This design comes from an exercise in tuning for small area on the open sky130 flow, not from production work.
RTL that was checked went through simulation tests only; none was proved equivalent to the original.
The clock port is modelled as an ideal driver, which makes a skipped or thinned clock tree look cheaper than it is; a real chip needs a root buffer or a tree.
Power is estimated from default activity; no workload was simulated.

Design cordic_sincos, start of the top module:
module cordic_sincos (
    input  logic               clk,
    input  logic               rst_n,
    input  cordic_pkg::angle_t angle,
    output cordic_pkg::angle_t sine,
    output cordic_pkg::angle_t cosine
);
==> flow/config.mk <==
export PLATFORM = sky130hd
export DESIGN_NAME = cordic_sincos
export DESIGN_NICKNAME = cordic_sincos
export VERILOG_FILES = /design/flow/design.v
export SDC_FILE = /design/flow/constraint.sdc
export NUM_CORES = 4
export LEC_CHECK = 0
export CAP_MARGIN = 5
export CORE_MARGIN = 2
export CORE_UTILIZATION = 55
export GPL_TIMING_DRIVEN = 0
export SETUP_SLACK_MARGIN = -0.2
export SLEW_MARGIN = 5
==> flow/constraint.sdc <==
create_clock -name core_clock -period 4.0 [get_ports {clk}]
set_input_delay 0.8000 -clock core_clock [delete_from_list [all_inputs] [get_ports {clk}]]
set_output_delay 0.8000 -clock core_clock [all_outputs]
set_load 0.01 [all_outputs]
standard.sh (not shown) runs the stock make flow with config.mk's settings and CLKGATE_MAP_FILE= SYNTH_SCRIPT=/design/flow/synth_recipe.tcl, a recipe that flattens the netlist after the stock synthesis.
==> flow/flow/run.sh <==
#!/bin/bash
# Own layout flow: the standard layout, except that
#  - the clock tree is two levels of small buffers (flow/pre_cts.tcl), with
#    useful skew on the delay line -> table -> result register path;
#  - ports are buffered with the smallest buffer.
# Registers, their names and cell types are those of the standard synthesis.
set -euo pipefail
HERE=$(pwd)

# the standard synthesis script with only the ABC script swapped
sed -e 's|log_cmd abc {\*}\$abc_args|log_cmd abc -script '"$HERE"'/flow/abc_area_only.script {*}[lrange $abc_args 2 end]|' \
    "$FLOW_HOME/scripts/synth.tcl" > "$HERE/synth_area.tcl"
grep -q 'abc_area_only.script' "$HERE/synth_area.tcl"
sed -e 's|source \$::env(SCRIPTS_DIR)/synth.tcl|source '"$HERE"'/synth_area.tcl|' \
    "$HERE/synth_recipe.tcl" > "$HERE/own_synth.tcl"
grep -q 'synth_area.tcl' "$HERE/own_synth.tcl"

bash "$HERE/standard.sh" \
    "SYNTH_SCRIPT=$HERE/own_synth.tcl" \
    "ADDER_MAP_FILE=" \
    "PRE_CTS_TCL=$HERE/flow/pre_cts.tcl" \
    "BUFFER_PORTS_ARGS=-buffer_cell sky130_fd_sc_hd__buf_1" \
    finish > "$HERE/flow_make.log" 2>&1
==> flow/flow/abc_area_only.script <==
strash
dch
map -a
topo
stime -c
Other scripts of this flow, unchanged in this note and not shown: flow/flow/manual_cts.tcl, flow/flow/pre_cts.tcl
Rerun with:
==> flow/flow/abc_area_only.script (replaced) <==
strash
dch
amap
topo
stime -c
The new run completed with no timing, DRC or antenna violations.
Worst hold slack is better by 0.030 ns.
Area after synthesis falls by 0.48%.
Wire length falls by 4.4%.
Die area falls by 0.46%.
Register-to-register slack stays flat.
First-iteration DRC count rises by 9.7%.
Sequential share of layout area falls by 0.21 points.
Global-route usage falls by 0.29 points.
Via count stays flat.
Synthesized cell count falls by 1.9%.
No functional check of the RTL was part of any run of this note. No run of this note takes its clock network from TritonCTS; it comes from the design's own scripts or RTL.

## build 2
Another version of the RTL of cordic_sincos (not shown whole).
For scale: about 340 cells after synthesis, ~120 flip-flops, about 0.0034 mm² of cells after synthesis.
clock: 4.0 ns
lec_check: 0
cap_margin: 5
core_margin: 2
core_utilization: 50
gpl_timing_driven: 0
setup_slack_margin: -0.15
slew_margin: 5
==> flow/flow/abc_area_only.script <==
strash
dch
map
topo
stime -c
Scripts as last shown in full above: flow/flow/run.sh
Other scripts of this flow, unchanged in this note and not shown: flow/flow/manual_cts.tcl, flow/flow/pre_cts.tcl
Build 2 | status: complete | timing, DRC, antenna: pass
Modified inputs, build 10 compared to build 2
Settings: changing CORE_UTILIZATION from 50 to 40.
==> run summary <==
- Diff build 2 -> build 10: combinational power now sits higher; worst vdd rail ir drop lower; total number of vias shows an increase of 3.3%.
- Build 10 reports a lower post-route core utilization than build 2 does.
- | final cell count | build 10 vs build 2 | 25 higher |
- When build 10 is set beside build 2, its number of global-route vias before repair turns out to be 147 larger.
- The logic depth of the worst register-to-register path on build 2 is in line with that on build 10.
- Build 10 consumes more power than build 2 does.
- When build 10 is measured against build 2, its total non-filler cell area in the finished layout turns out about 1.2% higher.
- The minimum setup slack in the final design number comes out lower for build 2 vs build 10.
Input-level comparison between build 37 and build 10:
Settings: changing CORE_UTILIZATION from 40 to 55.
==> flow/flow/abc_area_only.script <==
strash
dch -f
map
topo
stime -c
Critical-path cell with the highest stage delay: dfxtp_1 -> build 10, dfxtp_2 -> build 37. Re count of inverters not on the clock network in the layout: build 10 was higher than build 37. Status: combined area of all synthesized cells parity (build 37, build 10). Build 10 -> build 37: total clock network power increased slightly.
diff inputs: build 37 => build 20
Settings: an added PLACE_DENSITY of 0.75.
==> flow/flow/abc_area_only.script <==
strash
dch
map
topo
stime -c
==> comparison <==
On clock latency at the later pin of the worst-skew pair, build 20 tracks build 37 almost exactly. Per the comparison of build 20 with build 37, maximum clock rate stayed essentially flat; count of multi-input combinational gates rose by 2; ratio of final minimum period to clock period stayed essentially flat. Run comparison: build 20 slowest cell on the critical path dfxtp_4; build 37 slowest cell on the critical path dfxtp_2. Initial core utilization across build 20 and build 37: no real change.
Edits applied to the flow inputs when going from build 20 to build 86:
Settings: removing PLACE_DENSITY (formerly 0.75); changing CORE_UTILIZATION from 55 to 45.
--- outcome ---
Build 86 went all the way through the flow, and no timing, DRC or antenna check failed. Build 86 ends up with a global routing usage on met1 that is 7.6 points lower than in build 20. Final period utilization was higher in build 20 than in build 86. Min first-pass iteration count of the detailed router across build 86 and build 20: build 86. Per the comparison of build 86 with build 20, cell area rose by about 0.9%, fmax went up 0.44%, data arrival time of the critical path now sits at about the same level.
In every run of this note, the design's own scripts or RTL, not TritonCTS, make the clock network.

cordic_sincos again, from the RTL that the note above started with.
clock: 4.0 ns
lec_check: 0
cap_margin: 5
core_margin: 2
core_utilization: 55
gpl_timing_driven: 0
setup_slack_margin: -0.15
slew_margin: 5
==> flow/flow/abc_area_only.script <==
strash
dch
map
topo
stime -c
==> flow/flow/manual_cts.tcl <==
# A two-level clock tree of small buffers, built by hand in place of TritonCTS.
# The clock port drives a few root buffers; each root drives a group of leaf
# buffers, each leaf one spatial group of flip-flops. Two register groups get
# useful skew for the one long register-to-register path (last delay stage ->
# table logic -> result register), which no port path crosses:
#  - early sinks (the last delay stage) hang on the root nets directly;
#  - late sinks (the result register) get leaves fed from a normal leaf's net.

proc mcts_center { inst } {
  set bb [$inst getBBox]
  return [list [expr {([$bb xMin] + [$bb xMax]) / 2}] [expr {([$bb yMin] + [$bb yMax]) / 2}]]
}

# split items ({x y payload}) into k groups of near-equal size, recursively
# cutting across the longer side
proc mcts_groups { items k } {
  if { $k <= 1 || [llength $items] <= 1 } { return [list $items] }
  set xs [lsort -integer [lmap i $items {lindex $i 0}]]
  set ys [lsort -integer [lmap i $items {lindex $i 1}]]
  set w [expr {[lindex $xs end] - [lindex $xs 0]}]
  set h [expr {[lindex $ys end] - [lindex $ys 0]}]
  set idx [expr {$w >= $h ? 0 : 1}]
  set sorted [lsort -integer -index $idx $items]
  set k1 [expr {$k / 2}]
  set n1 [expr {([llength $sorted] * $k1 + $k / 2) / $k}]
  return [concat [mcts_groups [lrange $sorted 0 [expr {$n1 - 1}]] $k1] \
                 [mcts_groups [lrange $sorted $n1 end] [expr {$k - $k1}]]]
}

proc mcts_nearest { xy cands } {
  # cands: list of {x y payload}; returns the payload nearest to xy
  set best ""
  set bd -1
  foreach c $cands {
    set d [expr {abs([lindex $c 0] - [lindex $xy 0]) + abs([lindex $c 1] - [lindex $xy 1])}]
    if { $bd < 0 || $d < $bd } { set bd $d; set best [lindex $c 2] }
  }
  return $best
}

# drive the iterms in group (items {x y iterm}) from a new buffer of master
# whose input is on net in_net; returns {x y inst out_net}
proc mcts_buffer { block master name group in_net } {
  set inst [odb::dbInst_create $block $master "clkbuf_$name"]
  set net [odb::dbNet_create $block "clknet_$name"]
  $net setSigType CLOCK
  set sx 0; set sy 0
  foreach item $group {
    set it [lindex $item 2]
    $it disconnect
    $it connect $net
    incr sx [lindex $item 0]; incr sy [lindex $item 1]
  }
  set n [llength $group]
  set x [expr {$sx / $n}]
  set y [expr {$sy / $n}]
  [$inst findITerm A] connect $in_net
  [$inst findITerm X] connect $net
  $inst setLocation $x $y
  $inst setPlacementStatus PLACED
  puts "manual clock tree: clkbuf_$name ([$master getName]) drives $n pins"
  return [list $x $y $inst $net]
}

proc manual_clock_tree { leaf_cell n_leaves root_cell n_roots early_re late_re n_late {late_cell ""} } {
  set db [ord::get_db]
  set block [ord::get_db_block]
  set clk [$block findNet clk]
  set leaf_master [$db findMaster $leaf_cell]
  set root_master [$db findMaster $root_cell]
  if { $late_cell eq "" } { set late_cell $leaf_cell }
  set late_master [$db findMaster $late_cell]
  set normal {}
  set early {}
  set late {}
  foreach it [$clk getITerms] {
    set inst [$it getInst]
    set item [concat [mcts_center $inst] [list $it]]
    set name [$inst getName]
    if { [regexp $early_re $name] } {
      lappend early $item
    } elseif { [regexp $late_re $name] } {
      lappend late $item
    } else {
      lappend normal $item
    }
  }
  puts "manual clock tree: [llength $normal] normal, [llength $early] early, [llength $late] late sinks"
  # normal leaves, first on the clock net, moved under the roots below
  set leaves {}
  set i 0
  foreach g [mcts_groups $normal $n_leaves] {
    lappend leaves [mcts_buffer $block $leaf_master "leaf_$i" $g $clk]
    incr i
  }
  # late leaves, fed from the nearest normal leaf's output net
  set j 0
  if { [llength $late] == 0 } { set n_late 0 }
  foreach g [lrange [mcts_groups $late $n_late] 0 [expr {$n_late - 1}]] {
    set sx 0; set sy 0
    foreach item $g { incr sx [lindex $item 0]; incr sy [lindex $item 1] }
    set xy [list [expr {$sx / [llength $g]}] [expr {$sy / [llength $g]}]]
    set src [mcts_nearest $xy [lmap l $leaves {list [lindex $l 0] [lindex $l 1] [lindex $l 3]}]]
    mcts_buffer $block $late_master "late_$j" $g $src
    incr j
  }
  # roots: each drives a group of normal leaves and the early sinks nearest to it
  set litems [lmap l $leaves {list [lindex $l 0] [lindex $l 1] [[lindex $l 2] findITerm A]}]
  set rgroups [mcts_groups $litems $n_roots]
  set centers {}
  set k 0
  foreach g $rgroups {
    set sx 0; set sy 0
    foreach item $g { incr sx [lindex $item 0]; incr sy [lindex $item 1] }
    lappend centers [list [expr {$sx / [llength $g]}] [expr {$sy / [llength $g]}] $k]
    incr k
  }
  foreach e $early {
    set r [mcts_nearest [lrange $e 0 1] $centers]
    lset rgroups $r [concat [lindex $rgroups $r] [list $e]]
  }
  set k 0
  foreach g $rgroups {
    mcts_buffer $block $root_master "root_$k" $g $clk
    incr k
  }
  global_connect
}

# Largest slew (rise or fall, max corner) over the flip-flop clock pins on net.
proc mcts_net_ff_slew { net } {
  set mx 0.0
  foreach p [get_pins -quiet -of_objects [get_nets [$net getName]] -filter "direction == input"] {
    if { [get_property $p lib_pin_name] ne "CLK" } { continue }
    foreach s [list [get_property $p slew_max_rise] [get_property $p slew_max_fall]] {
      if { $s > $mx } { set mx $s }
    }
  }
  return $mx
}

proc mcts_fix_slew { target_ns max_new max_port } {
  set block [ord::get_db_block]
  set clk [$block findNet clk]
  set added 0
  set_propagated_clock [all_clocks]
  while { $added < $max_new } {
    estimate_parasitics -placement
    set worst ""
    set worst_slew $target_ns
    foreach net [$block getNets] {
      if { ![string match "clknet_*" [$net getName]] } { continue }
      set s [mcts_net_ff_slew $net]
      if { $s > $worst_slew } { set worst_slew $s; set worst $net }
    }
    if { $worst eq "" } { break }
    set drv ""
    foreach it [$worst getITerms] {
      if { [$it isOutputSignal] } { set drv [$it getInst] }
    }
    set in_net [[$drv findITerm A] getNet]
    if { $in_net eq $clk && [llength [$clk getITerms]] >= $max_port } {
      puts "manual clock tree: [$worst getName] slew $worst_slew, but the clock port drives $max_port pins already"
      break
    }
    set items {}
    foreach it [$worst getITerms] {
      if { [$it isOutputSignal] } { continue }
      lappend items [concat [mcts_center [$it getInst]] [list $it]]
    }
    if { [llength $items] < 2 } { break }
    set halves [mcts_groups $items 2]
    puts "manual clock tree: [$worst getName] slew [format %.3f $worst_slew] ns, splitting its [llength $items] loads"
    mcts_buffer $block [$drv getMaster] "split_$added" [lindex $halves 1] $in_net
    # move the first half's buffer to that half's centre
    set sx 0; set sy 0
    foreach item [lindex $halves 0] { incr sx [lindex $item 0]; incr sy [lindex $item 1] }
    set n [llength [lindex $halves 0]]
    $drv setLocation [expr {$sx / $n}] [expr {$sy / $n}]
    incr added
  }
  global_connect
  return $added
}
Scripts as last shown in full above: flow/flow/run.sh
Other scripts of this flow, unchanged in this note and not shown: flow/flow/pre_cts.tcl
Edit:
--- a/flow/flow/run.sh
+++ b/flow/flow/run.sh
@@ -2,4 +2,3 @@
 # Own layout flow: the standard layout, except that
-#  - the clock tree is two levels of small buffers (flow/pre_cts.tcl), with
-#    useful skew on the delay line -> table -> result register path;
+#  - the clock tree is two levels of small buffers (flow/pre_cts.tcl), no skew;
 #  - ports are buffered with the smallest buffer.
@@ -10,5 +9,5 @@
 # the standard synthesis script with only the ABC script swapped
-sed -e 's|log_cmd abc {\*}\$abc_args|log_cmd abc -script '"$HERE"'/flow/abc_area_only.script {*}[lrange $abc_args 2 end]|' \
+sed -e 's|log_cmd abc {\*}\$abc_args|log_cmd abc -script '"$HERE"'/flow/abc_map.script {*}[lrange $abc_args 2 end]|' \
     "$FLOW_HOME/scripts/synth.tcl" > "$HERE/synth_area.tcl"
-grep -q 'abc_area_only.script' "$HERE/synth_area.tcl"
+grep -q 'abc_map.script' "$HERE/synth_area.tcl"
 sed -e 's|source \$::env(SCRIPTS_DIR)/synth.tcl|source '"$HERE"'/synth_area.tcl|' \
==> flow/flow/abc_map.script (new file) <==
strash
dch
map
topo
stime -c
--- a/flow/flow/manual_cts.tcl
+++ b/flow/flow/manual_cts.tcl
@@ -2,7 +2,5 @@
 # The clock port drives a few root buffers; each root drives a group of leaf
-# buffers, each leaf one spatial group of flip-flops. Two register groups get
-# useful skew for the one long register-to-register path (last delay stage ->
-# table logic -> result register), which no port path crosses:
-#  - early sinks (the last delay stage) hang on the root nets directly;
-#  - late sinks (the result register) get leaves fed from a normal leaf's net.
+# buffers, each leaf one spatial group of flip-flops. Optionally two register
+# groups get useful skew for a long register-to-register path:
+#  - early sinks (early_re) hang on the root nets directly;
 
--- a/flow/config.mk
+++ b/flow/config.mk
@@ -9,3 +9,3 @@
 export CORE_MARGIN = 2
-export CORE_UTILIZATION = 55
+export CORE_UTILIZATION = 50
 export GPL_TIMING_DRIVEN = 0
removed: flow/flow/abc_area_only.script
The new run finished with timing, DRC and antenna clean.
Setup slack improves by 57 ps.
Die area goes up by 9.5%.
Sequential share of layout area hardly moves.
Clock skew goes up by 4.0 ps.
Final cell count goes up by 1.1%.
In every run of this note, the design's own scripts or RTL, not TritonCTS, make the clock network.

[static timing again, ports no longer ideal]
In the flow no input, the clock included, has a driving cell. The finished layouts below were timed again as built, in two steps. Step 1: set_driving_cell puts a clkbuf_16 on clk and a buf_2 on each other input, an assumption about the parent block. Step 2, shift: input delay + t, output delay - t, t = (earliest + latest rising clock arrival at the registers) / 2. This alone moves slack from input paths to output paths. Three values: no drivers, after step 1, after step 2; two values: the first two.
| run | shift t [ns] | setup WS [ns] | hold WS [ns] | worst setup path after step 2 | latest minus earliest clock arrival (ns) | worst slew at a driven data input, ns |
|---|---|---|---|---|---|---|
| the first run of note 1 | 0.357 | 0.246 / 0.246 / 0.246 | 0.244 / 0.244 / 0.244 | register to register | 0.352 / 0.351 | 0.03 |
| the second run of note 1 | 0.354 | 0.234 / 0.234 / 0.234 | 0.273 / 0.261 / 0.282 | register to register | 0.373 / 0.374 | 0.03 |
| build 2 | 0.317 | 0.167 / 0.133 / 0.449 | 0.315 / 0.302 / 0.323 | register to output | 0.015 / 0.015 | 0.03 |
| build 10 | 0.318 | 0.183 / 0.149 / 0.467 | 0.323 / 0.320 / 0.324 | register to output | 0.017 / 0.018 | 0.03 |
| build 37 | 0.331 | 0.103 / 0.068 / 0.399 | 0.298 / 0.286 / 0.299 | register to output | 0.036 / 0.037 | 0.03 |
| build 20 | 0.337 | 0.098 / 0.064 / 0.400 | 0.289 / 0.277 / 0.302 | register to output | 0.037 / 0.037 | 0.03 |
| build 86 | 0.318 | 0.115 / 0.082 / 0.400 | 0.313 / 0.302 / 0.324 | register to output | 0.010 / 0.010 | 0.03 |
| the first run of note 3 | 0.312 | 0.110 / 0.076 / 0.388 | 0.323 / 0.316 / 0.327 | register to output | 0.016 / 0.016 | 0.03 |
| the second run of note 3 | 0.317 | 0.167 / 0.133 / 0.449 | 0.315 / 0.302 / 0.323 | register to output | 0.015 / 0.015 | 0.03 |
Clock arrivals are far apart in the first run of note 1 and the second run of note 1, so t is only a midpoint there and step 2 fits no single register.
